What follows belongs to an exercise in optimizing a design on an open flow for small area and a short achievable clock period; a production flow would make more cautious choices. Where RTL was checked, it was by simulation tests only, not by an equivalence proof against the original. Function not checked in run 9: the RTL went through the layout flow alone. No activity file was given, so power comes from the tool's default toggle rates.

## flow/design.v (module list and top-level ports; edited modules follow where they fit)
// module iq_integrate_dump: 427 lines
// module iq_demod_lpf: 74 lines
// module iq_mix_tree: 619 lines
module iq_demod_lpf
#(
  parameter int IN_W  = iq_demod_pkg::DEF_IN_W,
  parameter int CAR_W = iq_demod_pkg::DEF_CAR_W,
  parameter int DECIM = iq_demod_pkg::DEF_DECIM,
  parameter int OUT_W = iq_demod_pkg::DEF_OUT_W,
  parameter int SHIFT = iq_demod_pkg::DEF_SHIFT
) (
  input  logic                    clk,
  input  logic                    reset_n,
  input  logic                    sample_en,
  input  logic                    sym_start,
  input  logic signed [IN_W-1:0]  y_in,
  input  logic signed [CAR_W-1:0] i_car,
  input  logic signed [CAR_W-1:0] q_car,
  output logic signed [OUT_W-1:0] i_out,
  output logic signed [OUT_W-1:0] q_out,
  output logic                    out_valid,
  output logic                    overflow
);
  // ...
==> flow/run.sh <==
#!/bin/bash
# synth_recipe.tcl (not shown) runs the flow's synth.tcl, then flattens the netlist and writes it again
# the make line also repeats each setting of config.mk as NAME=value (left out here)
make -C /OpenROAD-flow-scripts/flow DESIGN_CONFIG=/design/flow/config.mk WORK_HOME=/design/flow/orfs CLKGATE_MAP_FILE= SYNTH_SCRIPT=/design/flow/synth_recipe.tcl finish
==> flow/config.mk <==
export PLATFORM = sky130hd
export DESIGN_NAME = iq_demod_lpf
export DESIGN_NICKNAME = iq_demod_lpf
export VERILOG_FILES = /design/flow/design.v
export SDC_FILE = /design/flow/constraint.sdc
export NUM_CORES = 4
export LEC_CHECK = 0
export ABC_AREA = 1
export CAP_MARGIN = 20
export CORE_MARGIN = 2
export CORE_UTILIZATION = 40
export PLACE_DENSITY = 0.6
export SETUP_SLACK_MARGIN = 5
export SLEW_MARGIN = 20
==> flow/constraint.sdc <==
create_clock -name core_clock -period 10.5 [get_ports {clk}]
set_input_delay 2.1000 -clock core_clock [delete_from_list [all_inputs] [get_ports {clk}]]
set_output_delay 2.1000 -clock core_clock [all_outputs]
set_load 0.01 [all_outputs]
==> flow_summary.yaml, run 1 <==
drt:
  dr_wl_met3_um: 13700
  top_layer_used: "met4"
  wl_met2_um: 52000
logic_synthesis:
  synthArstFlopShare_pct: 0
  synth_most_common_cell: "xor2_1"
  synthMuxAreaShare_pct: 0
layout:
  buffers: 304
  layout.nets: 4769
  dominant_cells: "multi-input gates"
  final_cell_mix: "xor2_1, inv_1, fa_1"
  layout_commonest_cell: "xor2_1"
  largestRegisters: "prod_i_q x93, prod_q_q x92"
  fin_util_pct: 46.8
  drive_gt1_share_pct: 12.6
  final_area_um2: 42200
  largest_register_ffs: 93
  clk_share_pct: 3.02
floorplan:
  start_util_pct: 40.5
  core.rowCount: 110
run_status:
  status: "complete, no violations"
power_and_ir_drop:
  irDropWorstVdd_uv: 133
  p_clk_share_pct: 12.8
  total_power_w: 0.0109
  p_comb_share_pct: 68.4
sta:
  final.setup.tns_ps: 0
  max_freq_mhz: 183
  rsz0062_at_grt: "yes"
  holdWs_ps: 450
  min_period_over_period_pct: 52.1
  finalSetupViolations: 0
critical_path:
  endpoint: "prod_q_q[50]$_DFF_P_"
  path_cells: "buf_6 -> nand2_8 -> buf_6 -> buf_4 -> a21oi_4 -> o21ai_4 -> buf_12 -> o22ai_4 -> xor2_2 -> fa_2 -> fa_2 -> fa_1 -> fa_2 -> fa_1 -> inv_1"
  reg2reg_from: "prod_i_q[5]$_DFF_P_"
  cp.arrival_ps: 5960
  cp_common_cell: "fa_2"
clocking:
  clk_latency_ps: 600
  clkTransAtPathRegs_ps: 60
global_route:
  grt_pass1_wl_um: 181000
  grt_max_degree: 56
  track_usage_pct: 25.0
placement:
  place_area_um2: 39400
  dp_cells: 4974
  pre_cts_ws_ps: 3120
==> inputs of run 2 (changes only) <==
--- a/flow/config.mk
+++ b/flow/config.mk
@@ -11,2 +11,5 @@
 export CORE_UTILIZATION = 40
+export CTS_BUF_LIST = sky130_fd_sc_hd__clkbuf_8
+export CTS_CLUSTER_SIZE = 24
+export GPL_TIMING_DRIVEN = 1
 export PLACE_DENSITY = 0.6
==> flow_summary.yaml, run 2 <==
run_status:
  status: "complete, no violations"
clocking:
  cts_buffers: 61
  cts-root-buf: "clkbuf_8"
  clk_latency_ps: 750
  cts_hold_buf: 0
  clockBufferDepth: 3
  clkTransAtPathRegs_ps: 60
  cts_max_level: 2
  cts_sinks: 344
  cts_tree: "done"
critical_path:
  crit_path_end_kind: "flop"
  reg2reg_to: "u_int_i.data_q[14]$_SDFFE_PN0P_"
  rr_worst_depth: 24
  required_ps: 11100
  reg2reg_from: "prod_i_q[5]$_DFF_P_"
  cp.arrival_ps: 6070
  r2r_setup_slack_ps: 5920
  worstSetupPathType: "in2reg"
  startpoint: "reset_n"
  crit_fanout: 30
  critPathLaunchType: "input port"
  endpoint: "prod_q_q[50]$_DFF_P_"
drt:
  drt_first_pass_iters: 7
  routed_wl_um: 115000
  vias: 28497
  drt_iter0_markers: 2822
  viasPerCell: 5.55
  wl_per_cell_um: 22.4
  drc: 0
  ant_nets: 0
layout:
  final_cell_mix: "xor2_1, inv_1, fa_1"
  layout.nets: 4744
  regMostFlops: "prod_i_q"
  drive_gt1_share_pct: 11.9
  final_area_um2: 41600
  syn2layout_area_growth_pct: 14.0
  largestRegisters: "prod_i_q x93, prod_q_q x92"
  largest_register_ffs: 93
  layout_commonest_cell: "xor2_1"
power_and_ir_drop:
  p_comb_share_pct: 67.9
  p_leak_nw: 18.3
  irDropWorstVdd_uv: 136
  power.density_nw_per_um2: 262
  sw_frac_of_total_pct: 48.7
  p_clk_share_pct: 13.4
  power_switching_w: 0.00532
  p_int_w: 0.00560
  seqPwrFrac_pct: 18.8
global_route:
  overflow: 0
  antenna_found_initial: 1
  grt_pass1_wl_um: 180000
  track_usage_pct: 24.9
  grt_max_degree: 56
  grt_pass1_vias: 30190
placement:
  pre_cts_ws_ps: 3120
  dpl.hpwl_um: 76100
  place_area_um2: 39400
  place.port_buffers: 125
  gp_congestion: 0.893
run:
  cap_viol_max_count: 0
floorplan:
  ioPinCount: 126
  core.rowCount: 110
  die_h_um: 306
  fp.coreArea_um2: 90300
  start_util_pct: 40.5
  die_w_um: 306
  die-area_um2: 93800
logic_synthesis:
  synth_top_area_cell: "fa_1"
  synthTopCellsByCount: "xor2_1, fa_1, inv_1"
  synth_flop_cell: "dfxtp_1"
  yosysSeqAreaShare_pct: 18.9
  yosysWarningCount: 2
  synth_most_common_cell: "xor2_1"
  synth_seq_cells: 344
  ys_types: 42
  syn-cell-area_um2: 36500
  synth_fp_nets: 4705
  synthArstFlopShare_pct: 0
  synth_edf_count: 0
  synth_top_area_share_pct: 32.1
  synthTopCellsByArea: "fa_1, dfxtp_1, xor2_1"
  postSynthAreaPerCell_um2: 9.44
  synth_cells: 3871
sta:
  hold_violations: 0
  tightestPinTransition_ps: 909
  rsz0062_at_grt: "yes"
  skew_ps: 56.4
  drv_slew: 0
  min_period_over_period_pct: 52.1
  max_freq_mhz: 183
  final.setup.tns_ps: 0
  timing.final.ws_setup_ps: 5030
  relSlewSlack_pct: 39.4
  fin_crit_ps: 5470
  finalSetupViolations: 0
min_path:
  hp-class: "reg2reg"
run 2: cell counts after synthesis:
No cell type changed its count.
run 2: worst min path at each step:
stage	end	cells after the start	slack [ps]	startpoint
finish	u_int_i.data_q[20]$_SDFFE_PN0P_	2	450	u_int_i.data_q[20]$_SDFFE_PN0P_
global route	u_int_i.data_q[7]$_SDFFE_PN0P_	2	480	u_int_i.data_q[7]$_SDFFE_PN0P_
CTS	u_int_q.data_q[1]$_SDFFE_PN0P_	2	450	u_int_q.data_q[1]$_SDFFE_PN0P_
detailed placement	u_int_i.data_q[20]$_SDFFE_PN0P_	2	440	u_int_i.data_q[20]$_SDFFE_PN0P_
global placement	u_int_i.data_q[18]$_SDFFE_PN0P_	1	440	u_int_i.data_q[18]$_SDFFE_PN0P_
floorplan	cnt_q[2]$_SDFFE_PN0P_	1	440	vld_q$_SDFF_PN0_
run 2: power groups by stage:
stage | registers [W] | logic, W | clock network [W]
finish | 0.00205 | 0.00741 | 0.00146
global route | 0.00210 | 0.00856 | 0.00156
CTS | 0.00206 | 0.00750 | 0.00150
detailed placement | 0.00208 | 0.00739 | 0
global placement | 0.00209 | 0.00730 | 0
floorplan | 0.00203 | 0.00544 | 0
run 2: metrics by stage:
step                hold slack (ps)  power, W  util (%)  std cells
floorplan                       437   0.00747         -       3871
global placement                435   0.00939      43.6       4973
detailed placement              439   0.00947      43.7       4974
CTS                             452    0.0111      46.0       5131
global route                    477    0.0122      46.1       5136
finish                          449    0.0109      46.1       5136
run 2: cell type report:
type	count	area, um2
inverters	593	2300
repair inverters	3	20.0
well taps	1176	1470
clock inverters	32	334
flip-flops and latches	344	6890
repair buffers	260	2450
fillers	8499	48600
diodes	1	2.50
clock buffers	80	1100
multi-input cells	2647	27100
run 2: kinds of logic (layout without fill, tap and decap cells):
logic type                 count (synthesis)  in the layout  synth area share, %
and+or+nand+nor                          510            511                 5.91
adders and majority gates                758            758                 38.0
other                                      0              1                    0
xor gates and xnor gates                 643            643                 15.4
buffers and inverters                    885            968                 9.33
AOI/OAI and AO/OA                        731            735                 12.5
DFF                                      344            344                 18.9
run 2: critical path: stages:
cell	delay (ps)
clkbuf_4	220
nand2_8	130
inv_6	160
nand2_1	110
nor2_4	180
clkinvlp_4	120
buf_6	210
o22ai_4	210
xor2_2	240
fa_2	490
fa_2	350
fa_1	520
fa_2	440
fa_1	480
inv_1	40
run 2: routing by layer:
metal / GRT usage, % / routed length (um) / vias to the layer above / part of all wire, %
li1: - / - / 12509 / -
met1: 32.3 / 46400 / 14003 / 40
met2: 39.0 / 50900 / 1570 / 44
met3: 6.47 / 12100 / 415 / 10
met4: 11.1 / 5730 / 0 / 5.0
met5: 0 / 0 / - / 0
run 2: timing repair:
action,CTS,global route
endpoints found under the setup margin,123,60
pin swaps,22,5
gates resized for setup,111,54
gates cloned,8,0
setup buffers,37,4
==> inputs of run 3 (changes only) <==
--- a/flow/config.mk
+++ b/flow/config.mk
@@ -8,3 +8,3 @@
 export ABC_AREA = 1
-export CAP_MARGIN = 20
+export CAP_MARGIN = 5
 export CORE_MARGIN = 2
@@ -13,5 +13,4 @@
 export CTS_CLUSTER_SIZE = 24
-export GPL_TIMING_DRIVEN = 1
 export PLACE_DENSITY = 0.6
 export SETUP_SLACK_MARGIN = 5
-export SLEW_MARGIN = 20
+export SLEW_MARGIN = 5
==> flow_summary.yaml, run 3 <==
power_and_ir_drop:
  p_leak_nw: 18.2
  power.density_nw_per_um2: 259
  sw_frac_of_total_pct: 49.3
  p_int_w: 0.00546
  p_comb_share_pct: 68.8
  seqPwrFrac_pct: 19.1
  p_clk_share_pct: 12.1
  total_power_w: 0.0108
  irDropWorstVdd_uv: 123
  power_switching_w: 0.00530
critical_path:
  reg2reg_from: "prod_i_q[5]$_DFF_P_"
  worstSetupPathType: "in2reg"
  cp.arrival_ps: 6150
  crit_path_end_kind: "flop"
  reg2reg_to: "u_int_i.data_q[8]$_SDFFE_PN0P_"
  rr_worst_depth: 25
  r2r_setup_slack_ps: 5920
  crit_fanout: 24
  critPathLaunchType: "input port"
  required_ps: 11110
sta:
  hold_violations: 0
  fin_crit_ps: 5540
  skew_ps: 43.4
  final.setup.tns_ps: 0
  rsz0062_at_grt: "yes"
  drv_slew: 0
  tightestPinTransition_ps: 821
  min_period_over_period_pct: 52.7
  finalSetupViolations: 0
  max_freq_mhz: 181
  relSlewSlack_pct: 44.9
logic_synthesis:
  ys_types: 42
  synth_flop_cell: "dfxtp_1"
  synth_fp_nets: 4705
  synthArstFlopShare_pct: 0
  yosysWarningCount: 2
  synth_top_area_share_pct: 32.1
  synth_top_area_cell: "fa_1"
  synthTopCellsByArea: "fa_1, dfxtp_1, xor2_1"
  synth_edf_count: 0
  syn-cell-area_um2: 36500
  synth_cells: 3871
  yosysSeqAreaShare_pct: 18.9
  synth_most_common_cell: "xor2_1"
  synth_seq_cells: 344
  synthTopCellsByCount: "xor2_1, fa_1, inv_1"
  postSynthAreaPerCell_um2: 9.44
floorplan:
  start_util_pct: 40.5
  fp.coreArea_um2: 90300
  ioPinCount: 126
  die-area_um2: 93800
  die_w_um: 306
  die_h_um: 306
  core.rowCount: 110
placement:
  place_area_um2: 39400
  dpl.hpwl_um: 76200
  place.port_buffers: 125
  gp_congestion: 0.893
layout:
  layout.nets: 4741
  syn2layout_area_growth_pct: 13.5
  drive_gt1_share_pct: 11.7
  regMostFlops: "prod_i_q"
  layout_commonest_cell: "xor2_1"
  final_cell_mix: "xor2_1, inv_1, fa_1"
  largest_register_ffs: 93
  fill_cells: 8613
  final_area_um2: 41500
  largestRegisters: "prod_i_q x93, prod_q_q x92"
drt:
  drt_first_pass_iters: 10
  drt_iter0_markers: 2676
  routed_wl_um: 115000
  viasPerCell: 5.55
  vias: 28521
  wl_per_cell_um: 22.4
  drc: 0
  ant_nets: 0
run:
  cap_viol_max_count: 0
clocking:
  cts-root-buf: "clkbuf_8"
  clk_latency_ps: 730
  clkTransAtPathRegs_ps: 70
  clockBufferDepth: 3
  cts_max_level: 2
  cts_buffers: 61
  cts_hold_buf: 0
  cts_sinks: 344
  cts_tree: "done"
global_route:
  grt_pass1_vias: 29967
  overflow: 0
  antenna_found_initial: 2
  grt_max_degree: 56
  grt_pass1_wl_um: 178000
  track_usage_pct: 24.6
min_path:
  hold_depth: 2
  hold_start: "u_int_i.data_q[20]$_SDFFE_PN0P_"
  worstHoldEndpoint: "u_int_i.data_q[20]$_SDFFE_PN0P_"
  hp-class: "reg2reg"
run_status:
  status: "complete, no violations"
-- run 3: power by group through the flow --
stage,clock [W],combinational (W),sequential (W)
6_report,0.00130,0.00740,0.00205
3_3_place_gp,0,0.00730,0.00209
3_5_place_dp,0,0.00740,0.00208
4_1_cts,0.00134,0.00750,0.00206
5_1_grt,0.00140,0.00855,0.00210
2_1_floorplan,0,0.00544,0.00203
-- run 3: cell families after synthesis --
kind of cell             share of synthesized area (%)
AO/OA/AOI/OAI                                     12.5
adder cells (fa/ha/maj)                           38.0
flip-flops                                        18.9
XOR/XNOR                                          15.4
buffers and inverters                             9.33
AND/OR/NAND/NOR                                   5.91
-- run 3: layout make-up --
type                    instances  area (um2)  area share (%)
inverters                     593        2300            5.55
diodes                          2        5.00          0.0121
flip-flops and latches        344        6890            16.6
multi-input cells            2647       27100            65.3
clock buffers                  74        1020            2.46
repair inverters                3        20.0          0.0483
clock inverters                41         259           0.625
well taps                    1176        1470            3.55
repair buffers                257        2410            5.81
-- run 3: per-stage QoR --
| stage | hold WS [ps] | setup slack [ps] | instances | utilization, % |
|---|---|---|---|---|
| after floorplan | 437 | 4950 | 3871 | - |
| after global placement | 435 | 3090 | 4973 | 43.6 |
| after detailed placement | 439 | 3100 | 4973 | 43.6 |
| after CTS | 454 | 5000 | 5127 | 45.7 |
| after global routing | 464 | 4920 | 5136 | 45.9 |
| final | 450 | 4960 | 5137 | 45.9 |
-- run 3: routing by layer --
metal	share of wire [%]	vias to the layer above	global-route usage, %
met1	40	13963	32.3
li1	-	12522	-
met5	0	-	0
met2	44	1596	38.0
met4	4.9	0	11.2
met3	11	440	6.73
-- run 3: how the worst max path moves through the flow --
| stage | from | to | slack (ps) | cells after the start |
|---|---|---|---|---|
| after floorplan | sample_en | prod_q_q[48]$_DFF_P_ | 4950 | 14 |
| after global placement | reset_n | prod_q_q[50]$_DFF_P_ | 3090 | 15 |
| after detailed placement | reset_n | prod_q_q[50]$_DFF_P_ | 3100 | 15 |
| after CTS | i_car[23] | prod_i_q[48]$_DFF_P_ | 5000 | 11 |
| after global routing | y_in[21] | prod_q_q[48]$_DFF_P_ | 4920 | 13 |
| final | q_car[15] | prod_q_q[48]$_DFF_P_ | 4960 | 10 |
-- run 3: timing repair --
| action | CTS | global route |
|---|---|---|
| pin swaps | 22 | 4 |
| gates resized for setup | 109 | 60 |
| buffers inserted | 32 | 6 |
| gates cloned | 7 | 2 |
| setup endpoints to repair | 124 | 53 |
-- run 3: critical path, cell delays in order --
cell,delay (ps)
clkdlybuf4s50_1,500
clkinvlp_4,570
o22ai_1,400
xor2_1,200
fa_2,500
fa_2,360
fa_1,530
fa_2,440
fa_1,490
inv_1,40
==> inputs of run 4 (changes only) <==
--- a/flow/config.mk
+++ b/flow/config.mk
@@ -8,3 +8,3 @@
 export ABC_AREA = 1
-export CAP_MARGIN = 5
+export CAP_MARGIN = 20
 export CORE_MARGIN = 2
@@ -15,2 +15,2 @@
 export SETUP_SLACK_MARGIN = 5
-export SLEW_MARGIN = 5
+export SLEW_MARGIN = 20
==> flow_summary.yaml, run 4 <==
run_status:
  status: "complete, no violations"
sta:
  drv_slew: 0
  skew_ps: 56.4
  final.setup.tns_ps: 0
  finalSetupViolations: 0
  rsz0062_at_grt: "yes"
  holdWs_ps: 449
  hold_violations: 0
  tightestPinTransition_ps: 909
  min_period_over_period_pct: 52.1
  relSlewSlack_pct: 39.4
  max_freq_mhz: 183
  timing.final.ws_setup_ps: 5030
  fin_crit_ps: 5470
logic_synthesis:
  syn-cell-area_um2: 36500
  synth_seq_cells: 344
  yosysSeqAreaShare_pct: 18.9
  synthArstFlopShare_pct: 0
  synthTopCellsByCount: "xor2_1, fa_1, inv_1"
  synth_edf_count: 0
  synth_top_area_share_pct: 32.1
  synth_most_common_cell: "xor2_1"
  postSynthAreaPerCell_um2: 9.44
  synth_cells: 3871
  synthTopCellsByArea: "fa_1, dfxtp_1, xor2_1"
  synth_top_area_cell: "fa_1"
  synth_flop_cell: "dfxtp_1"
  yosysWarningCount: 2
  ys_types: 42
  synth_fp_nets: 4705
placement:
  dp_cells: 4974
  place.port_buffers: 125
  pre_cts_ws_ps: 3120
  gp_congestion: 0.893
  dpl.hpwl_um: 76100
min_path:
  hp-class: "reg2reg"
  hold_start: "u_int_i.data_q[20]$_SDFFE_PN0P_"
  worstHoldEndpoint: "u_int_i.data_q[20]$_SDFFE_PN0P_"
  hold_depth: 2
layout:
  largestRegisters: "prod_i_q x93, prod_q_q x92"
  regMostFlops: "prod_i_q"
  layout_commonest_cell: "xor2_1"
  final_cell_mix: "xor2_1, inv_1, fa_1"
  drive_gt1_share_pct: 11.9
  syn2layout_area_growth_pct: 14.0
  fin_util_pct: 46.1
  largest_register_ffs: 93
  fill_cells: 8499
  fin_cells: 5136
  layout.nets: 4744
global_route:
  grt_max_degree: 56
  antenna_found_initial: 1
  overflow: 0
  grt_pass1_vias: 30190
  track_usage_pct: 24.9
  grt_pass1_wl_um: 180000
critical_path:
  cp_slowest_cell: "fa_1"
  cp.arrival_ps: 6070
  rr_worst_depth: 24
  critPathLaunchType: "input port"
  r2r_setup_slack_ps: 5920
  worstSetupPathType: "in2reg"
  path_cells: "clkbuf_4 -> nand2_8 -> inv_6 -> nand2_1 -> nor2_4 -> clkinvlp_4 -> buf_6 -> o22ai_4 -> xor2_2 -> fa_2 -> fa_2 -> fa_1 -> fa_2 -> fa_1 -> inv_1"
  slowest_delay_ps: 520
  crit_fanout: 30
  crit_path_end_kind: "flop"
  reg2reg_to: "u_int_i.data_q[14]$_SDFFE_PN0P_"
  reg2reg_from: "prod_i_q[5]$_DFF_P_"
  cp_common_cell: "fa_2"
  required_ps: 11100
floorplan:
  die_h_um: 306
  start_util_pct: 40.5
  die_w_um: 306
  core.rowCount: 110
  ioPinCount: 126
  die-area_um2: 93800
  fp.coreArea_um2: 90300
run:
  cap_viol_max_count: 0
clocking:
  clk_latency_ps: 750
  cts_max_level: 2
  cts_sinks: 344
  cts-root-buf: "clkbuf_8"
  clkTransAtPathRegs_ps: 60
  clockBufferDepth: 3
  cts_buffers: 61
  cts_tree: "done"
drt:
  routed_wl_um: 115000
  wl_per_cell_um: 22.4
  vias: 28497
  drt_first_pass_iters: 7
  viasPerCell: 5.55
  drc: 0
  ant_nets: 0
  drt_iter0_markers: 2822
power_and_ir_drop:
  irDropWorstVdd_uv: 136
  p_leak_nw: 18.3
  power.density_nw_per_um2: 262
-- run 4: cell counts after synthesis --
No cell type changed its count.
-- run 4: worst max path at each step --
| stage | from | end | slack [ps] |
|---|---|---|---|
| 6_report | reset_n | prod_q_q[50]$_DFF_P_ | 5030 |
| 5_1_grt | y_in[15] | prod_q_q[50]$_DFF_P_ | 4940 |
| 4_1_cts | y_in[17] | prod_q_q[50]$_DFF_P_ | 4980 |
| 3_5_place_dp | reset_n | prod_q_q[50]$_DFF_P_ | 3120 |
| 3_3_place_gp | reset_n | prod_q_q[50]$_DFF_P_ | 3090 |
| 2_1_floorplan | sample_en | prod_q_q[48]$_DFF_P_ | 4950 |
-- run 4: critical path: cells and delay by family --
family | cells | cell delay [ps]
compound gates | 1 | 210
xor+xnor | 1 | 240
fa+ha+maj | 5 | 2280
buf+inv | 5 | 750
simple gates | 3 | 420
-- run 4: metal layers --
| metal | GRT usage [%] | routed length (um) | vias to the layer above |
|---|---|---|---|
| met4 | 11.1 | 5730 | 0 |
| met3 | 6.47 | 12100 | 415 |
| met1 | 32.3 | 46400 | 14003 |
| li1 | - | - | 12509 |
| met5 | 0 | 0 | - |
| met2 | 39.0 | 50900 | 1570 |
-- run 4: cells by family after synthesis --
group / after synthesis / synth area share (%)
buffers and inverters: 885 / 9.33
adders and majority gates: 758 / 38.0
AOI/OAI and AO/OA: 731 / 12.5
xor gates and xnor gates: 643 / 15.4
and+or+nand+nor: 510 / 5.91
DFF: 344 / 18.9
-- run 4: final cells by class --
cell class	count	area (um2)	share of cell area [%]
Tap cell	1176	1470	3.53
Clock inverter	32	334	0.802
Sequential cell	344	6890	16.5
Multi-Input combinational cell	2647	27100	65.0
Inverter	593	2300	5.52
Timing Repair Buffer	260	2450	5.89
Antenna cell	1	2.50	0.00601
Clock buffer	80	1100	2.64
Timing Repair inverter	3	20.0	0.0481
-- run 4: report_power, final --
group / leakage [nW] / total (W) / switching (W) / internal [W]
sequential: 2.85 / 0.00205 / 0.000233 / 0.00182
clock: 0.767 / 0.00146 / 0.000624 / 0.000834
combinational: 14.7 / 0.00741 / 0.00446 / 0.00295
total: 18.3 / 0.0109 / 0.00532 / 0.00560
-- run 4: repair_timing --
item                                    4_1_cts  5_1_grt
endpoints found under the setup margin      123       60
gates resized for setup                     111       54
pin swaps                                    22        5
buffers inserted                             37        4
cloned                                        8        0
hold buffers                                  0        0
-- run 4: per-stage QoR --
step / area [um2] / total power [W]
CTS: 41500 / 0.0111
floorplan: 37500 / 0.00747
global route: 41600 / 0.0122
global placement: 39400 / 0.00939
detailed placement: 39400 / 0.00947
finish: 41600 / 0.0109
==> inputs of run 5 (changes only) <==
==> flow/flow/run.sh (new file) <==
#!/bin/bash
set -euo pipefail
bash standard.sh SETUP_SLACK_MARGIN=5 RECOVER_POWER=100 finish > layout.log 2>&1
==> flow/standard.sh (new file) <==
#!/bin/bash
# synth_recipe.tcl (not shown) runs the flow's synth.tcl, then flattens the netlist and writes it again
# the make line also repeats each setting of config.mk as NAME=value (left out here)
make -C /OpenROAD-flow-scripts/flow DESIGN_CONFIG=/design/flow/config.mk WORK_HOME=/design/flow/orfs CLKGATE_MAP_FILE= SYNTH_SCRIPT=/design/flow/synth_recipe.tcl "${@:-finish}"
--- a/flow/config.mk
+++ b/flow/config.mk
@@ -14,3 +14,2 @@
 export PLACE_DENSITY = 0.6
-export SETUP_SLACK_MARGIN = 5
 export SLEW_MARGIN = 20
removed: flow/run.sh
==> flow_summary.yaml, run 5 <==
layout:
  largestRegisters: "prod_i_q x93, prod_q_q x92"
  largest_register_ffs: 93
  fin_util_pct: 45.9
  layout_commonest_cell: "xor2_1"
  drive_gt1_share_pct: 10.8
  layout.nets: 4744
  regMostFlops: "prod_i_q"
  final_cell_mix: "xor2_1, inv_1, fa_1"
  syn2layout_area_growth_pct: 13.5
  fin_cells: 5137
critical_path:
  reg2reg_to: "u_int_i.acc_q[12]$_SDFF_PP0_"
  startpoint: "reset_n"
  critPathLaunchType: "input port"
  required_ps: 11100
  r2r_setup_slack_ps: 4780
  worstSetupPathType: "in2reg"
  crit_fanout: 20
  crit_path_end_kind: "flop"
  cp.arrival_ps: 8070
  endpoint: "prod_i_q[36]$_DFF_P_"
  rr_worst_depth: 11
  reg2reg_from: "cnt_q[1]$_SDFFE_PN0P_"
floorplan:
  die-area_um2: 93800
  ioPinCount: 126
  fp.coreArea_um2: 90300
  die_w_um: 306
  core.rowCount: 110
  die_h_um: 306
  start_util_pct: 40.5
sta:
  max_freq_mhz: 134
  finalSetupViolations: 0
  hold_violations: 0
  rsz0062_at_grt: "yes"
  final.setup.tns_ps: 0
  relSlewSlack_pct: -55.8
  fin_crit_ps: 7470
  skew_ps: 56.8
  min_period_over_period_pct: 71.2
  tightestPinTransition_ps: 2340
  drv_slew: 123
clocking:
  clockBufferDepth: 3
  cts_buffers: 61
  cts_hold_buf: 0
  cts_sinks: 344
  clkTransAtPathRegs_ps: 60
  cts_max_level: 2
  cts_tree: "done"
  clk_latency_ps: 750
  cts-root-buf: "clkbuf_8"
logic_synthesis:
  synth_fa_ha_area_share_pct: 38.0
  synth_cells: 3871
  synthTopCellsByArea: "fa_1, dfxtp_1, xor2_1"
  synth_seq_cells: 344
  synth_most_common_cell: "xor2_1"
  ys_types: 42
  synthArstFlopShare_pct: 0
  synth_edf_count: 0
  synth_xor_area_share_pct: 15.4
  synthMuxAreaShare_pct: 0
  synth_compound_area_share_pct: 12.5
  synth_fp_nets: 4705
  synth_flop_cell: "dfxtp_1"
  yosysWarningCount: 2
  synthTopCellsByCount: "xor2_1, fa_1, inv_1"
  synth_top_family_by_area: "adder cells"
  synth_top_area_cell: "fa_1"
  yosysSeqAreaShare_pct: 18.9
  syn-cell-area_um2: 36500
  synth_top_area_share_pct: 32.1
  yosys.area_share.simple_pct: 5.91
  postSynthAreaPerCell_um2: 9.44
placement:
  place.port_buffers: 125
  dpl.hpwl_um: 76100
  dp_cells: 4974
  gp_congestion: 0.893
drt:
  drt_first_pass_iters: 6
  vias: 28401
  routed_wl_um: 115000
  wl_per_cell_um: 22.4
  drt_iter0_markers: 2811
  drc: 0
  ant_nets: 0
  viasPerCell: 5.53
global_route:
  grt_max_degree: 56
  grt_pass1_wl_um: 180000
  track_usage_pct: 24.9
  grt_pass1_vias: 30190
  antenna_found_initial: 1
  overflow: 0
power_and_ir_drop:
  irDropWorstVdd_uv: 136
  power.density_nw_per_um2: 262
  p_leak_nw: 18.4
min_path:
  hp-class: "reg2reg"
run:
  cap_viol_max_count: 3
run_status:
  so.violations: "max-capacitance violations, max-slew violations"
  status: "complete, but fails checks"
run 5: cell counts after synthesis:
No cell type changed its count.
run 5: through the flow:
step / worst slack, ps / cell area [um2] / total power [W] / hold WS (ps)
finish: 3030 / 41500 / 0.0109 / 444
global route: 2910 / 41500 / 0.0122 / 472
CTS: 4980 / 41500 / 0.0111 / 452
detailed placement: 3120 / 39400 / 0.00947 / 439
global placement: 3090 / 39400 / 0.00939 / 435
floorplan: 4950 / 37500 / 0.00747 / 437
run 5: how the worst min path moves through the flow:
stage	from	endpoint	slack (ps)	cells past startpoint
2_1_floorplan	vld_q$_SDFF_PN0_	cnt_q[2]$_SDFFE_PN0P_	440	1
3_3_place_gp	u_int_i.data_q[18]$_SDFFE_PN0P_	u_int_i.data_q[18]$_SDFFE_PN0P_	440	1
3_5_place_dp	u_int_i.data_q[20]$_SDFFE_PN0P_	u_int_i.data_q[20]$_SDFFE_PN0P_	440	2
4_1_cts	u_int_q.data_q[1]$_SDFFE_PN0P_	u_int_q.data_q[1]$_SDFFE_PN0P_	450	2
5_1_grt	u_int_i.data_q[6]$_SDFFE_PN0P_	u_int_i.data_q[6]$_SDFFE_PN0P_	470	1
6_report	u_int_q.data_q[12]$_SDFFE_PN0P_	u_int_q.data_q[12]$_SDFFE_PN0P_	440	1
run 5: logic make-up (layout without fill, tap and decap cells):
family | after synthesis | after routing
adder cells (fa/ha/maj) | 758 | 758
buffers and inverters | 885 | 968
flip-flops | 344 | 344
XOR/XNOR | 643 | 643
other | 0 | 2
AND/OR/NAND/NOR | 510 | 511
AO/OA/AOI/OAI | 731 | 735
run 5: power by group:
group          total, W  leakage (nW)  switching [W]  internal [W]
combinational   0.00736          14.8        0.00443       0.00293
sequential      0.00205          2.85       0.000232       0.00182
clock           0.00146         0.767       0.000625      0.000834
total            0.0109          18.4        0.00529       0.00558
run 5: final cells by class:
cell class	count	area [um2]
repair buffers	260	2390
clock inverters	32	334
repair inverters	3	20.0
well taps	1176	1470
clock buffers	80	1100
fillers	8539	48800
multi-input cells	2647	27000
inverters	593	2290
diodes	2	5.00
flip-flops and latches	344	6890
run 5: what timing repair did:
item	in CTS	in global routing
endpoints found under the setup margin	123	60
pin swaps	22	5
cloned	8	0
resized for setup	111	54
setup buffers	37	4
run 5: critical path, stage by stage:
cell	delay (ps)
clkbuf_1	210
nand2_1	560
clkinvlp_2	770
nand3b_1	450
clkbuf_1	1050
o22ai_1	210
xor2_1	210
ha_1	340
fa_1	540
inv_1	50
fa_1	450
fa_1	520
fa_1	540
inv_1	40
run 5: per-layer routing:
layer  part of all wire (%)  up-vias  track usage, %  wire [um]
li1                       -    12522               -          -
met2                     44     1601            39.0      51000
met4                    4.8        0            11.1       5500
met1                     40    13883            32.3      46200
met3                     11      395            6.47      12200
met5                      0        -               0          0
==> inputs of run 6 (changes only) <==
==> flow/flow/run.sh (replaced) <==
#!/bin/bash
set -euo pipefail
bash standard.sh SETUP_SLACK_MARGIN=5 "BUFFER_PORTS_ARGS=-buffer_cell sky130_fd_sc_hd__buf_1" finish > layout.log 2>&1
==> flow_summary.yaml, run 6 <==
run_status:
  status: "complete, no violations"
clocking:
  cts_max_level: 2
  clockBufferDepth: 3
  cts_sinks: 344
  clk_latency_ps: 710
  cts_buffers: 60
  cts-root-buf: "clkbuf_8"
  clkTransAtPathRegs_ps: 70
  cts_tree: "done"
sta:
  relSlewSlack_pct: 21.6
  skew_ps: 43.5
  tightestPinTransition_ps: 1170
  final.setup.tns_ps: 0
  max_freq_mhz: 182
  min_period_over_period_pct: 52.2
  drv_slew: 0
  timing.final.ws_setup_ps: 5020
  fin_crit_ps: 5480
  finalSetupViolations: 0
  rsz0062_at_grt: "no"
  hold_violations: 0
floorplan:
  die-area_um2: 93800
  die_h_um: 306
  fp.coreArea_um2: 90300
  ioPinCount: 126
  die_w_um: 306
  start_util_pct: 40.5
  core.rowCount: 110
drt:
  vias: 28535
  viasPerCell: 5.58
  drc: 0
  wl_per_cell_um: 22.4
  ant_nets: 0
  routed_wl_um: 114000
  drt_first_pass_iters: 6
  drt_iter0_markers: 3112
placement:
  gp_congestion: 0.886
  dpl.hpwl_um: 74800
  place.port_buffers: 125
  pre_cts_ws_ps: 3410
logic_synthesis:
  synth_seq_cells: 344
  synth_most_common_cell: "xor2_1"
  synthTopCellsByArea: "fa_1, dfxtp_1, xor2_1"
  synth_cells: 3871
  synth_top_area_cell: "fa_1"
  postSynthAreaPerCell_um2: 9.44
  ys_types: 42
  synthArstFlopShare_pct: 0
  synth_flop_cell: "dfxtp_1"
  syn-cell-area_um2: 36500
  synth_fp_nets: 4705
  synth_top_area_share_pct: 32.1
  synthTopCellsByCount: "xor2_1, fa_1, inv_1"
  yosysWarningCount: 2
  synth_edf_count: 0
  yosysSeqAreaShare_pct: 18.9
global_route:
  grt_max_degree: 55
  track_usage_pct: 24.7
  overflow: 0
  grt_pass1_vias: 30117
  grt_pass1_wl_um: 180000
  antenna_found_initial: 4
layout:
  largestRegisters: "prod_i_q x93, prod_q_q x92"
  drive_gt1_share_pct: 10.7
  regMostFlops: "prod_i_q"
  layout_commonest_cell: "xor2_1"
  syn2layout_area_growth_pct: 10.6
  layout.nets: 4717
  final_cell_mix: "xor2_1, inv_1, o22ai_1"
  fill_cells: 8643
  largest_register_ffs: 93
critical_path:
  crit_buf_inv: 3
  slowest_delay_ps: 810
  cp_common_cell: "fa_1"
  cp.arrival_ps: 6090
  required_ps: 11110
  r2r_setup_slack_ps: 5790
  reg2reg_to: "u_int_i.data_q[7]$_SDFFE_PN0P_"
  critPathLaunchType: "input port"
  worstSetupPathType: "in2reg"
  crit_family: "adder cells"
  crit_fanout: 24
  cp_slowest_cell: "inv_1"
  crit_path_end_kind: "flop"
  path_cells: "buf_1 -> inv_1 -> o22ai_1 -> xor2_2 -> fa_1 -> fa_2 -> fa_1 -> fa_2 -> fa_1 -> inv_1"
  rr_worst_depth: 25
  reg2reg_from: "prod_i_q[5]$_DFF_P_"
power_and_ir_drop:
  p_leak_nw: 17.7
  irDropWorstVdd_uv: 143
  power.density_nw_per_um2: 267
min_path:
  hold_start: "u_int_i.data_q[0]$_SDFFE_PN0P_"
  hold_depth: 1
  hp-class: "reg2reg"
  worstHoldEndpoint: "u_int_i.data_q[0]$_SDFFE_PN0P_"
run:
  cap_viol_max_count: 0
==> run 6: cell count changes in the layout (fill, tap and decap cells not counted), sizes merged, moves of 7 or more <==
cell | previous run | this run
buf | 126 | 224
clkbuf | 96 | 85
clkdlybuf4s50 | 51 | 0
clkinvlp | 15 | 4
dlygate4sd3 | 50 | 0
dlymetal6s2s | 7 | 0
inv | 592 | 606
==> run 6: routing by layer <==
layer	up-vias	wire length (um)	GRT usage, %
li1	12467	-	-
met1	14036	45200	31.8
met2	1623	51300	39.3
met3	405	12700	6.72
met4	4	5190	10.5
met5	-	23	0
==> run 6: worst max path at each step <==
stage,startpoint,to,slack (ps),cells past startpoint
6_report,q_car[5],prod_q_q[48]$_DFF_P_,5020,10
4_1_cts,y_in[1],prod_i_q[46]$_DFF_P_,5000,13
5_1_grt,reset_n,prod_i_q[46]$_DFF_P_,5000,16
3_5_place_dp,reset_n,prod_q_q[44]$_DFF_P_,3410,14
2_1_floorplan,sample_en,prod_q_q[48]$_DFF_P_,4950,14
3_3_place_gp,reset_n,prod_q_q[48]$_DFF_P_,3510,12
==> run 6: layout make-up <==
type	count	area, um2	area share (%)
Antenna cell	2	5.00	0.0124
Clock buffer	78	1070	2.66
Clock inverter	33	290	0.718
Inverter	593	2270	5.62
Multi-Input combinational cell	2652	27000	66.9
Sequential cell	344	6890	17.0
Tap cell	1176	1470	3.64
Timing Repair Buffer	231	1360	3.36
Timing Repair inverter	1	7.51	0.0186
==> run 6: report_power, final <==
part           internal, W  switching [W]  total [W]
Clock             0.000791       0.000602    0.00139
Sequential         0.00182       0.000235    0.00205
Combinational      0.00291        0.00443    0.00734
Total              0.00552        0.00527     0.0108
==> run 6: cell families after synthesis <==
group                      share of synthesized area (%)
and+or+nand+nor                                     5.91
xor gates and xnor gates                            15.4
buffers and inverters                               9.33
AOI/OAI and AO/OA                                   12.5
DFF                                                 18.9
adders and majority gates                           38.0
==> run 6: metrics by stage <==
step	cells	hold slack (ps)	power [W]	util, %	cell area [um2]
finish	5110	448	0.0108	44.8	40400
floorplan	3871	437	0.00747	-	37500
detailed placement	4968	437	0.00945	42.7	38600
global route	5109	469	0.0121	44.7	40400
CTS	5101	454	0.0110	44.6	40200
global placement	4968	433	0.00935	42.7	38600
==> run 6: worst reg2reg max path: cells and delay by family, from the launching register on <==
family                     cells  cell delay (ps)
xor gates and xnor gates       1              180
buffers and inverters          2              260
and+or+nand+nor               17             2130
DFF                            1              320
adders and majority gates      3             1030
AOI/OAI and AO/OA              2              750
==> run 6: what timing repair did <==
action                     4_1_cts  5_1_grt
cloned                          10        1
setup endpoints to repair       99       54
hold buffers                     0        0
resized for setup               35       39
pin swaps                       16        4
setup buffers                   12        6
==> inputs of run 7 (changes only) <==
==> flow/flow/run.sh (replaced) <==
#!/bin/bash
set -euo pipefail
bash standard.sh SETUP_SLACK_MARGIN=5.5 "BUFFER_PORTS_ARGS=-buffer_cell sky130_fd_sc_hd__buf_2" finish > layout.log 2>&1
--- a/flow/config.mk
+++ b/flow/config.mk
@@ -11,4 +11,2 @@
 export CORE_UTILIZATION = 40
-export CTS_BUF_LIST = sky130_fd_sc_hd__clkbuf_8
-export CTS_CLUSTER_SIZE = 24
 export PLACE_DENSITY = 0.6
==> flow_summary.yaml, run 7 <==
run_status:
  status: "complete, no violations"
clocking:
  cts_max_level: 2
  cts_buffers: 39
  clockBufferDepth: 3
  cts_sinks: 344
  cts_tree: "done"
  cts-root-buf: "clkbuf_16"
  clk_latency_ps: 600
  clkTransAtPathRegs_ps: 70
logic_synthesis:
  ys_types: 42
  postSynthAreaPerCell_um2: 9.44
  synth_top_area_share_pct: 32.1
  synth_top_area_cell: "fa_1"
  synth_cells: 3871
  synth_seq_cells: 344
  synth_edf_count: 0
  synthTopCellsByArea: "fa_1, dfxtp_1, xor2_1"
  yosysSeqAreaShare_pct: 18.9
  synth_fp_nets: 4705
  synthArstFlopShare_pct: 0
  yosysWarningCount: 2
  synth_most_common_cell: "xor2_1"
  synthTopCellsByCount: "xor2_1, fa_1, inv_1"
  syn-cell-area_um2: 36500
  synth_flop_cell: "dfxtp_1"
critical_path:
  crit_fanout: 11
  cp.arrival_ps: 5990
  cp_slowest_cell: "fa_1"
  cp_common_cell: "fa_2"
  critPathLaunchType: "input port"
  path_cells: "buf_16 -> nand2_8 -> inv_12 -> buf_6 -> nand3b_1 -> buf_4 -> buf_12 -> o22ai_1 -> xor2_1 -> ha_1 -> inv_1 -> fa_2 -> fa_1 -> fa_2 -> fa_2 -> inv_1"
  worstSetupPathType: "in2reg"
  required_ps: 11010
  slowest_delay_ps: 610
  crit_path_end_kind: "flop"
placement:
  place.port_buffers: 125
  dpl.hpwl_um: 75800
  gp_congestion: 0.893
sta:
  finalSetupViolations: 0
  relSlewSlack_pct: 41.5
  hold_violations: 0
  min_period_over_period_pct: 52.2
  tightestPinTransition_ps: 873
  max_freq_mhz: 183
  drv_slew: 0
  final.setup.tns_ps: 0
  fin_crit_ps: 5480
  rsz0062_at_grt: "yes"
  skew_ps: 24.8
layout:
  layout_commonest_cell: "xor2_1"
  largestRegisters: "prod_i_q x93, prod_q_q x92"
  fin_util_pct: 50.2
  syn2layout_area_growth_pct: 24.1
  layout.nets: 4885
  largest_register_ffs: 93
  drive_gt1_share_pct: 25.7
  antenna_cells: 0
  final_cell_mix: "xor2_1, inv_1, o22ai_1"
  regMostFlops: "prod_i_q"
power_and_ir_drop:
  p_clk_share_pct: 12.3
  p_leak_nw: 19.8
  seqPwrFrac_pct: 18.3
  sw_frac_of_total_pct: 48.5
  power.density_nw_per_um2: 247
  p_int_w: 0.00576
  p_comb_share_pct: 69.4
  irDropWorstVdd_uv: 135
  power_switching_w: 0.00543
floorplan:
  die_h_um: 306
  ioPinCount: 126
  core.rowCount: 110
  die_w_um: 306
  start_util_pct: 40.5
  die-area_um2: 93800
  fp.coreArea_um2: 90300
drt:
  routed_wl_um: 131000
  drc: 0
  ant_nets: 0
  wl_per_cell_um: 24.9
  drt_iter0_markers: 4146
  viasPerCell: 5.81
  vias: 30525
  drt_first_pass_iters: 9
global_route:
  track_usage_pct: 27.3
  antenna_found_initial: 1
  overflow: 0
  grt_pass1_vias: 31682
  grt_max_degree: 53
  grt_pass1_wl_um: 195000
min_path:
  hp-class: "reg2reg"
run:
  cap_viol_max_count: 0
-- run 7: cell counts after synthesis --
Identical to the previous run, type by type.
-- run 7: power groups by stage --
stage	Combinational [W]	Clock [W]	Sequential [W]
detailed placement	0.00746	0	0.00208
global placement	0.00730	0	0.00208
finish	0.00777	0.00137	0.00205
global route	0.00883	0.00147	0.00211
CTS	0.00770	0.00142	0.00206
floorplan	0.00551	0	0.00203
-- run 7: path summary, 6_finish.rpt --
check / startpoint / to / slack [ps] / cells past startpoint
hold reg to reg: u_int_q.data_q[10]$_SDFFE_PN0P_ / u_int_q.data_q[10]$_SDFFE_PN0P_ / 450 / 2
setup / recovery: reset_n / prod_q_q[52]$_DFF_P_ / 5020 / 16
setup reg to reg: prod_i_q[0]$_DFF_P_ / u_int_i.data_q[16]$_SDFFE_PN0P_ / 5930 / 25
hold / removal: u_int_q.data_q[10]$_SDFFE_PN0P_ / u_int_q.data_q[10]$_SDFFE_PN0P_ / 450 / 2
-- run 7: through the flow --
step                area, um2  std cells  hold slack (ps)  power (W)  worst slack, ps
global placement        39100       4968              430    0.00938             3410
floorplan               37900       3871              437    0.00754             4960
global route            45300       5255              467     0.0124             4950
CTS                     43500       5187              452     0.0112             5210
detailed placement      39100       4968              437    0.00954             3400
finish                  45300       5255              447     0.0112             5020
-- run 7: cell families after synthesis --
family                   synth area share (%)
adder cells (fa/ha/maj)                  38.0
XOR/XNOR                                 15.4
flip-flops                               18.9
AO/OA/AOI/OAI                            12.5
buffers and inverters                    9.33
AND/OR/NAND/NOR                          5.91
-- run 7: worst max-delay path, delay by kind of cell --
family                   cells  cell delay [ps]
adder cells (fa/ha/maj)      5             2290
XOR/XNOR                     1              220
AND/OR/NAND/NOR              2              290
buffers and inverters        7              810
AO/OA/AOI/OAI                1              260
-- run 7: repair_timing --
item                       4_1_cts  5_1_grt
gates resized for setup        320      263
gates cloned                    45        7
setup buffers                  105       61
setup endpoints to repair      132      107
pin swaps                      105      142
hold buffers                     0        0
-- run 7: area by class of cell --
class	count	area (um2)
clock buffers	56	1170
repair inverters	12	135
multi-input cells	2652	29000
well taps	1176	1470
inverters	593	2400
repair buffers	409	4220
fillers	7954	44900
clock inverters	13	110
flip-flops and latches	344	6890
-- run 7: metal layers --
layer	track usage, %	part of all wire [%]	vias to the layer above
met3	10.3	14	684
met1	33.5	37	14838
met2	41.4	42	2234
met4	14.9	7.0	6
li1	-	-	12763
met5	0.879	0.099	-
==> inputs of run 8 (changes only) <==
==> flow/flow/run.sh (replaced) <==
#!/bin/bash
set -euo pipefail
bash standard.sh SETUP_SLACK_MARGIN=5 "BUFFER_PORTS_ARGS=-buffer_cell sky130_fd_sc_hd__buf_2" finish > layout.log 2>&1
--- a/flow/config.mk
+++ b/flow/config.mk
@@ -11,2 +11,4 @@
 export CORE_UTILIZATION = 40
+export CTS_BUF_LIST = sky130_fd_sc_hd__clkbuf_8
+export CTS_CLUSTER_SIZE = 24
 export PLACE_DENSITY = 0.6
==> flow_summary.yaml, run 8 <==
sta:
  holdWs_ps: 445
  fin_crit_ps: 5480
  timing.final.ws_setup_ps: 5020
  hold_violations: 0
  relSlewSlack_pct: 20.7
  finalSetupViolations: 0
  tightestPinTransition_ps: 1190
  skew_ps: 53.0
  min_period_over_period_pct: 52.2
  rsz0062_at_grt: "no"
  drv_slew: 0
  final.setup.tns_ps: 0
  max_freq_mhz: 183
logic_synthesis:
  synthTopCellsByArea: "fa_1, dfxtp_1, xor2_1"
  synth_edf_count: 0
  synth_seq_cells: 344
  synthArstFlopShare_pct: 0
  synth_top_area_share_pct: 32.1
  yosysSeqAreaShare_pct: 18.9
  postSynthAreaPerCell_um2: 9.44
  synth_fp_nets: 4705
  yosysWarningCount: 2
  synth_most_common_cell: "xor2_1"
  synth_top_area_cell: "fa_1"
  synthTopCellsByCount: "xor2_1, fa_1, inv_1"
  ys_types: 42
  synth_flop_cell: "dfxtp_1"
  synth_cells: 3871
  syn-cell-area_um2: 36500
floorplan:
  die-area_um2: 93800
  ioPinCount: 126
  core.rowCount: 110
  die_w_um: 306
  start_util_pct: 40.5
  die_h_um: 306
  fp.coreArea_um2: 90300
layout:
  fin_util_pct: 44.9
  final_area_um2: 40500
  syn2layout_area_growth_pct: 10.9
  layout_commonest_cell: "xor2_1"
  drive_gt1_share_pct: 13.6
  regMostFlops: "prod_i_q"
  fill_cells: 8726
  final_cell_mix: "xor2_1, inv_1, o22ai_1, fa_1, dfxtp_1"
  largest_register_ffs: 93
  largestRegisters: "prod_i_q x93, prod_q_q x92"
  layout.nets: 4723
critical_path:
  crit_buf_inv: 4
  cp_common_cell: "fa_1"
  worstSetupPathType: "in2reg"
  cp_slowest_cell: "fa_1"
  critPathLaunchType: "input port"
  crit_fanout: 24
  required_ps: 11100
  path_cells: "clkbuf_4 -> nand2_8 -> buf_6 -> a21oi_4 -> o21ai_4 -> buf_4 -> o22ai_1 -> xor2_1 -> fa_2 -> fa_1 -> fa_2 -> fa_1 -> fa_1 -> inv_1"
  crit_cells: 14
  rr_worst_depth: 25
  slowest_delay_ps: 570
  crit_path_end_kind: "flop"
  cp.arrival_ps: 6070
  crit_family: "adder cells"
drt:
  drc: 0
  drt_iter0_markers: 2819
  drt_first_pass_iters: 8
  viasPerCell: 5.57
  ant_nets: 0
  vias: 28447
  routed_wl_um: 114000
  wl_per_cell_um: 22.4
clocking:
  clockBufferDepth: 3
  cts-root-buf: "clkbuf_8"
  cts_max_level: 2
  cts_sinks: 344
  cts_tree: "done"
  clk_latency_ps: 740
  clkTransAtPathRegs_ps: 60
  cts_buffers: 59
global_route:
  grt_pass1_wl_um: 178000
  track_usage_pct: 24.5
  overflow: 0
  grt_pass1_vias: 29893
  grt_max_degree: 56
  antenna_found_initial: 4
run_status:
  status: "complete, no violations"
min_path:
  hp-class: "reg2reg"
  hold_depth: 1
placement:
  gp_congestion: 0.874
  pre_cts_ws_ps: 3820
  place_area_um2: 38800
  dpl.hpwl_um: 75400
  place.port_buffers: 125
power_and_ir_drop:
  irDropWorstVdd_uv: 148
  power.density_nw_per_um2: 264
  p_leak_nw: 18.1
run:
  cap_viol_max_count: 0
run 8: layout make-up:
type,count,area [um2],area share [%]
antenna,3,7.51,0.0185
clock buffer,66,908,2.24
clock inverter,36,272,0.670
inverter,593,2290,5.64
multi-input combinational,2650,27000,66.7
sequential,344,6890,17.0
tap,1176,1470,3.63
timing repair buffer,241,1650,4.06
run 8: what timing repair did:
item	4_1_cts	5_1_grt
setup buffers	10	16
resized for setup	22	48
gates cloned	7	1
hold buffers	0	0
pin swaps	13	3
endpoints found under the setup margin	69	42
run 8: metal layers:
metal	part of all wire, %	track usage [%]	vias to the layer above
met2	45	38.3	1681
met5	0.0061	0	-
met4	5.0	11.3	2
met1	39	32.0	13873
met3	11	6.31	403
li1	-	-	12488
run 8: path summary, 6_finish.rpt:
kind / start / to / slack [ps]
max: sample_en / prod_q_q[58]$_DFF_P_ / 5020
min: u_int_q.data_q[12]$_SDFFE_PN0P_ / u_int_q.data_q[12]$_SDFFE_PN0P_ / 450
max reg2reg: prod_i_q[5]$_DFF_P_ / u_int_i.data_q[7]$_SDFFE_PN0P_ / 5800
min reg2reg: u_int_q.data_q[12]$_SDFFE_PN0P_ / u_int_q.data_q[12]$_SDFFE_PN0P_ / 450
run 8: where the power goes:
part           internal, W  switching [W]  leakage (nW)
registers          0.00182       0.000232          2.85
logic              0.00294        0.00447          14.6
clock network     0.000672       0.000582         0.683
total              0.00542        0.00529          18.1
run 8: per-stage QoR:
step,total power [W],cells
2_1_floorplan,0.00747,3871
3_3_place_gp,0.00937,4968
4_1_cts,0.0109,5089
6_report,0.0107,5109
3_5_place_dp,0.00949,4970
5_1_grt,0.0120,5107
run 8: cell families after synthesis:
family                   after synthesis  share of synthesized area, %
XOR/XNOR                             643                          15.4
AND/OR/NAND/NOR                      510                          5.91
flip-flops                           344                          18.9
AO/OA/AOI/OAI                        731                          12.5
adder cells (fa/ha/maj)              758                          38.0
buffers and inverters                885                          9.33
run 8: worst reg2reg max path: stages (launching register included):
cell and delay (ps):
dfxtp_1 320, fa_1 480, ha_1 330, nand3_1 80
nand3_1 160, nand2_1 80, nand2_1 130, nand2_1 80
nand2_2 150, nand2_1 80, nand2_1 190, inv_1 150
o31ai_1 540, nand2_1 120, nand3_1 180, a31o_1 190
fa_1 190, xor2_1 200, inv_1 100, nor2_1 140
nand4_1 180, nand2_4 200, nand2_1 140, nand2_1 90
nand2_1 60, nand2_1 80
==> module iq_demod_lpf, before the edit <==
module iq_demod_lpf
#(
  parameter int IN_W  = iq_demod_pkg::DEF_IN_W,
  parameter int CAR_W = iq_demod_pkg::DEF_CAR_W,
  parameter int DECIM = iq_demod_pkg::DEF_DECIM,
  parameter int OUT_W = iq_demod_pkg::DEF_OUT_W,
  parameter int SHIFT = iq_demod_pkg::DEF_SHIFT
) (
  input  logic                    clk,
  input  logic                    reset_n,
  input  logic                    sample_en,
  input  logic                    sym_start,
  input  logic signed [IN_W-1:0]  y_in,
  input  logic signed [CAR_W-1:0] i_car,
  input  logic signed [CAR_W-1:0] q_car,
  output logic signed [OUT_W-1:0] i_out,
  output logic signed [OUT_W-1:0] q_out,
  output logic                    out_valid,
  output logic                    overflow
);
  localparam int NB = 97;   
  logic          en;
  logic [24:0]   ye;
  logic [11:0]   one, two, neg;
  logic [NB-1:0] rows_i, rows_q, prod_i_q, prod_q_q;
  logic          vld_q, sop_q, out_valid_q, dump, clr;
  logic [3:0]    cnt_q;
  logic          ovf_i, ovf_q;
  assign en = sample_en & reset_n;
  assign ye = {y_in, 1'b0};
  always_comb begin
    for (int k = 0; k < 12; k++) begin
      one[k] = en & (ye[2*k+1] ^ ye[2*k]);
      two[k] = en & ((ye[2*k+2] & ~ye[2*k+1] & ~ye[2*k]) | (~ye[2*k+2] & ye[2*k+1] & ye[2*k]));
      neg[k] = en & ye[2*k+2];
    end
  end
  iq_mix_tree u_mix_i (.x(i_car), .one(one), .two(two), .neg(neg), .rows_o(rows_i));
  iq_mix_tree u_mix_q (.x(q_car), .one(one), .two(two), .neg(neg), .rows_o(rows_q));
  always_ff @(posedge clk) begin
    prod_i_q <= rows_i;
    prod_q_q <= rows_q;
  end
  always_ff @(posedge clk) begin
    if (!reset_n) begin
      vld_q <= 1'b0;
      sop_q <= 1'b0;
    end else begin
      vld_q <= sample_en;
      sop_q <= sample_en & sym_start;
    end
  end
  assign dump = vld_q & ~sop_q & (cnt_q == 4'd9);
  always_ff @(posedge clk) begin
    if (!reset_n) begin
      cnt_q       <= '0;
      out_valid_q <= 1'b0;
    end else begin
      out_valid_q <= dump;
      if (vld_q) begin
        if (sop_q)     cnt_q <= 4'd1;
        else if (dump) cnt_q <= '0;
        else           cnt_q <= cnt_q + 4'd1;
      end
    end
  end
  assign clr = ~reset_n | dump | (sample_en & sym_start);
  iq_integrate_dump u_int_i (.clk(clk), .reset_n(reset_n), .vld_i(vld_q), .clr_i(clr),
    .dump_i(dump), .prod_i(prod_i_q), .data_o(i_out), .ovf_o(ovf_i));
  iq_integrate_dump u_int_q (.clk(clk), .reset_n(reset_n), .vld_i(vld_q), .clr_i(clr),
    .dump_i(dump), .prod_i(prod_q_q), .data_o(q_out), .ovf_o(ovf_q));
  assign out_valid = out_valid_q;
  assign overflow  = ovf_i | ovf_q;
endmodule
==> inputs of run 9 (changes only) <==
--- a/flow/design.v
+++ b/flow/design.v
@@ -457,2 +457,3 @@
   logic          en;
+  logic [23:0]   xi, xq;
   logic [24:0]   ye;
@@ -460,6 +461,8 @@
   logic [NB-1:0] rows_i, rows_q, prod_i_q, prod_q_q;
-  logic          vld_q, sop_q, out_valid_q, dump, clr;
+  logic          vld_q, sop_q, out_valid_q, dump, clr, rst_q;
   logic [3:0]    cnt_q;
   logic          ovf_i, ovf_q;
-  assign en = sample_en & reset_n;
+  assign en = sample_en;
+  assign xi = i_car & {24{en}};
+  assign xq = q_car & {24{en}};
   assign ye = {y_in, 1'b0};
@@ -467,9 +470,9 @@
     for (int k = 0; k < 12; k++) begin
-      one[k] = en & (ye[2*k+1] ^ ye[2*k]);
-      two[k] = en & ((ye[2*k+2] & ~ye[2*k+1] & ~ye[2*k]) | (~ye[2*k+2] & ye[2*k+1] & ye[2*k]));
-      neg[k] = en & ye[2*k+2];
+      one[k] = ye[2*k+1] ^ ye[2*k];
+      two[k] = (ye[2*k+2] & ~ye[2*k+1] & ~ye[2*k]) | (~ye[2*k+2] & ye[2*k+1] & ye[2*k]);
+      neg[k] = ye[2*k+2];
     end
   end
-  iq_mix_tree u_mix_i (.x(i_car), .one(one), .two(two), .neg(neg), .rows_o(rows_i));
-  iq_mix_tree u_mix_q (.x(q_car), .one(one), .two(two), .neg(neg), .rows_o(rows_q));
+  iq_mix_tree u_mix_i (.x(xi), .one(one), .two(two), .neg(neg), .rows_o(rows_i));
+  iq_mix_tree u_mix_q (.x(xq), .one(one), .two(two), .neg(neg), .rows_o(rows_q));
   always_ff @(posedge clk) begin
@@ -501,3 +504,4 @@
   end
-  assign clr = ~reset_n | dump | (sample_en & sym_start);
+  always_ff @(posedge clk) rst_q <= ~reset_n;
+  assign clr = ~reset_n | rst_q | dump | (sample_en & sym_start);
   iq_integrate_dump u_int_i (.clk(clk), .reset_n(reset_n), .vld_i(vld_q), .clr_i(clr),
==> flow_summary.yaml, run 9 <==
critical_path:
  required_ps: 11110
  slowest_delay_ps: 560
  crit_path_end_kind: "flop"
  cp_slowest_cell: "fa_1"
  critPathLaunchType: "input port"
  crit_fanout: 17
  crit_family: "adder cells"
  cp_common_cell: "fa_1"
  path_cells: "buf_2 -> buf_12 -> inv_4 -> buf_12 -> nand2_2 -> o21ai_4 -> buf_12 -> o22ai_2 -> xor2_1 -> ha_1 -> fa_1 -> inv_1 -> fa_1 -> fa_1 -> fa_1 -> inv_1"
  worstSetupPathType: "in2reg"
  cp.arrival_ps: 6130
  crit_buf_inv: 7
layout:
  syn2layout_area_growth_pct: 12.0
  largest_register_ffs: 93
  layout.nets: 4813
  regMostFlops: "prod_i_q"
  drive_gt1_share_pct: 14.6
  largestRegisters: "prod_i_q x93, prod_q_q x92"
  final_cell_mix: "xor2_1, inv_1, fa_1"
  layout_commonest_cell: "xor2_1"
logic_synthesis:
  synthTopCellsByCount: "fa_1, xor2_1, inv_1"
  synthArstFlopShare_pct: 0
  synth_seq_cells: 345
  synthMuxAreaShare_pct: 0
  synth_compound_area_share_pct: 13.6
  synth_fp_nets: 4814
  synth_top_area_cell: "fa_1"
  yosysSeqAreaShare_pct: 18.8
  ys_types: 39
  synth_most_common_cell: "fa_1"
  yosys.area_share.simple_pct: 6.81
  synth_xor_area_share_pct: 13.9
  synth_edf_count: 0
  synth_top_family_by_area: "adder cells"
  synth_cells: 3978
  synth_top_area_share_pct: 31.9
  postSynthAreaPerCell_um2: 9.26
  synth_fa_ha_area_share_pct: 37.8
  synth_flop_cell: "dfxtp_1"
  yosysWarningCount: 2
  syn-cell-area_um2: 36800
  synthTopCellsByArea: "fa_1, dfxtp_1, xor2_1"
clocking:
  clockBufferDepth: 3
  cts_sinks: 345
  cts_hold_buf: 0
  cts_buffers: 61
  clkTransAtPathRegs_ps: 60
  clk_latency_ps: 750
  cts_tree: "done"
  cts_max_level: 2
  cts-root-buf: "clkbuf_8"
floorplan:
  die_w_um: 307
  die-area_um2: 94500
  die_h_um: 307
  fp.coreArea_um2: 91500
  core.rowCount: 111
  start_util_pct: 40.2
  ioPinCount: 126
drt:
  drt_first_pass_iters: 7
  drt_iter0_markers: 2905
  wl_per_cell_um: 22.2
  vias: 29112
  routed_wl_um: 115000
  ant_nets: 0
  drc: 0
  viasPerCell: 5.59
sta:
  max_freq_mhz: 181
  hold_violations: 0
  min_period_over_period_pct: 52.6
  final.setup.tns_ps: 0
  fin_crit_ps: 5520
  rsz0062_at_grt: "yes"
  finalSetupViolations: 0
  skew_ps: 40.1
  drv_slew: 0
  relSlewSlack_pct: 40.8
  tightestPinTransition_ps: 887
global_route:
  grt_pass1_wl_um: 180000
  track_usage_pct: 24.7
  grt_max_degree: 60
  grt_pass1_vias: 30042
  antenna_found_initial: 4
  overflow: 0
placement:
  gp_congestion: 0.875
  place.port_buffers: 125
  dpl.hpwl_um: 77400
power_and_ir_drop:
  power.density_nw_per_um2: 308
  total_power_w: 0.0127
  p_leak_nw: 19.0
  irDropWorstVdd_uv: 151
run:
  cap_viol_max_count: 0
run_status:
  status: "complete, no violations"
min_path:
  hp-class: "reg2reg"
[run 9: routing by layer]
layer  vias to the layer above  part of all wire (%)  track usage, %
met5                         -                 0.011               0
met4                         2                   5.2            11.5
met3                       425                    11            6.27
met2                      1686                    44            37.7
met1                     14142                    40            32.8
li1                      12857                     -               -
[run 9: report_power, final]
| group | switching (W) | internal [W] | leakage [nW] |
|---|---|---|---|
| Sequential | 0.000236 | 0.00187 | 2.86 |
| Combinational | 0.00550 | 0.00386 | 15.4 |
| Clock | 0.000596 | 0.000643 | 0.692 |
[run 9: worst paths after layout]
path	start	endpoint	slack, ps	cells after the start
min reg2reg	u_int_q.data_q[23]$_SDFFE_PN0P_	u_int_q.data_q[23]$_SDFFE_PN0P_	460	2
min	u_int_q.data_q[23]$_SDFFE_PN0P_	u_int_q.data_q[23]$_SDFFE_PN0P_	460	2
max	y_in[5]	prod_q_q[46]$_DFF_P_	4980	16
max reg2reg	prod_i_q[0]$_DFF_P_	u_int_i.ovf_q$_SDFFE_PN0P_	5980	24
[run 9: kinds of logic (layout without fill, tap and decap cells)]
group	after synthesis	count (layout)
fa+ha+maj	760	760
other cells	0	3
buf+inv	868	901
compound gates	819	829
flops	345	345
xor+xnor	584	584
simple gates	602	602
[run 9: repair_timing]
action,in CTS,in global routing
endpoints found under the setup margin,109,54
gates resized for setup,82,74
cloned,14,7
pin swaps,8,4
setup buffers,12,6
[run 9: metrics by stage]
stage	utilization, %	setup WS [ps]	instances	hold WS (ps)	cell area (um2)
global placement	42.5	3300	5061	443	38900
finish	45.1	4980	5210	460	41200
CTS	44.5	4970	5194	463	40800
detailed placement	42.5	3240	5061	447	38900
global route	45.1	4990	5210	506	41200
floorplan	-	4950	3978	449	38100
[run 9: layout make-up]
type / count / area, um2
multi-input cells: 2775 / 27400
repair inverters: 1 / 8.76
repair buffers: 235 / 1990
well taps: 1186 / 1480
clock buffers: 75 / 1030
clock inverters: 32 / 160
inverters: 558 / 2240
flip-flops and latches: 345 / 6910
diodes: 3 / 7.51
fillers: 8685 / 50300
[run 9: worst min-delay path, cell delays in order, from the launching register on]
cell     delay (ps)
dfxtp_1         330
nand2_1          50
o21ai_0          50

==> re-timing with driven ports <==
The flow's constraints put no driver on any port. The routed layouts listed below were extracted and timed again, unchanged, in two steps. Step 1 (the two cells are an assumption about what drives the block):
set clk [get_ports {clk}]
set_driving_cell -lib_cell sky130_fd_sc_hd__clkbuf_16 $clk
set_driving_cell -lib_cell sky130_fd_sc_hd__buf_2 [delete_from_list [all_inputs] $clk]
Step 2, shift: input delay + t, output delay - t, t = (earliest + latest rising clock arrival at the registers) / 2. This alone moves slack from input paths to output paths. a / b / c = ideal / step 1 / step 2; a / b = the first two.
run | t (ns) | setup slack, ns | worst setup path at the end | worst data-port slew with drivers (ns) | pins driven straight from the clock port
run 1 | 0.655 | 5.028 / 4.982 / 4.327 | input to register | 0.16 | 1
run 2 | 0.782 | 5.032 / 5.061 / 4.279 | input to register | 0.13 | 1
run 3 | 0.772 | 4.962 / 5.003 / 4.231 | input to register | 0.18 | 1
run 4 | 0.782 | 5.032 / 5.061 / 4.279 | input to register | 0.13 | 1
run 5 | 0.789 | 3.029 / 3.064 / 2.275 | input to register | 0.17 | 1
run 6 | 0.754 | 5.020 / 5.059 / 4.305 | input to register | 0.14 | 1
run 7 | 0.659 | 5.023 / 5.001 / 4.342 | input to register | 0.15 | 1
run 8 | 0.774 | 5.023 / 5.020 / 4.246 | input to register | 0.16 | 1
run 9 | 0.789 | 4.977 / 4.981 / 4.192 | input to register | 0.10 | 1
The setup slack of run 9, which loses most, moves by +0.004 ns with the drivers and by -0.785 ns with both steps.
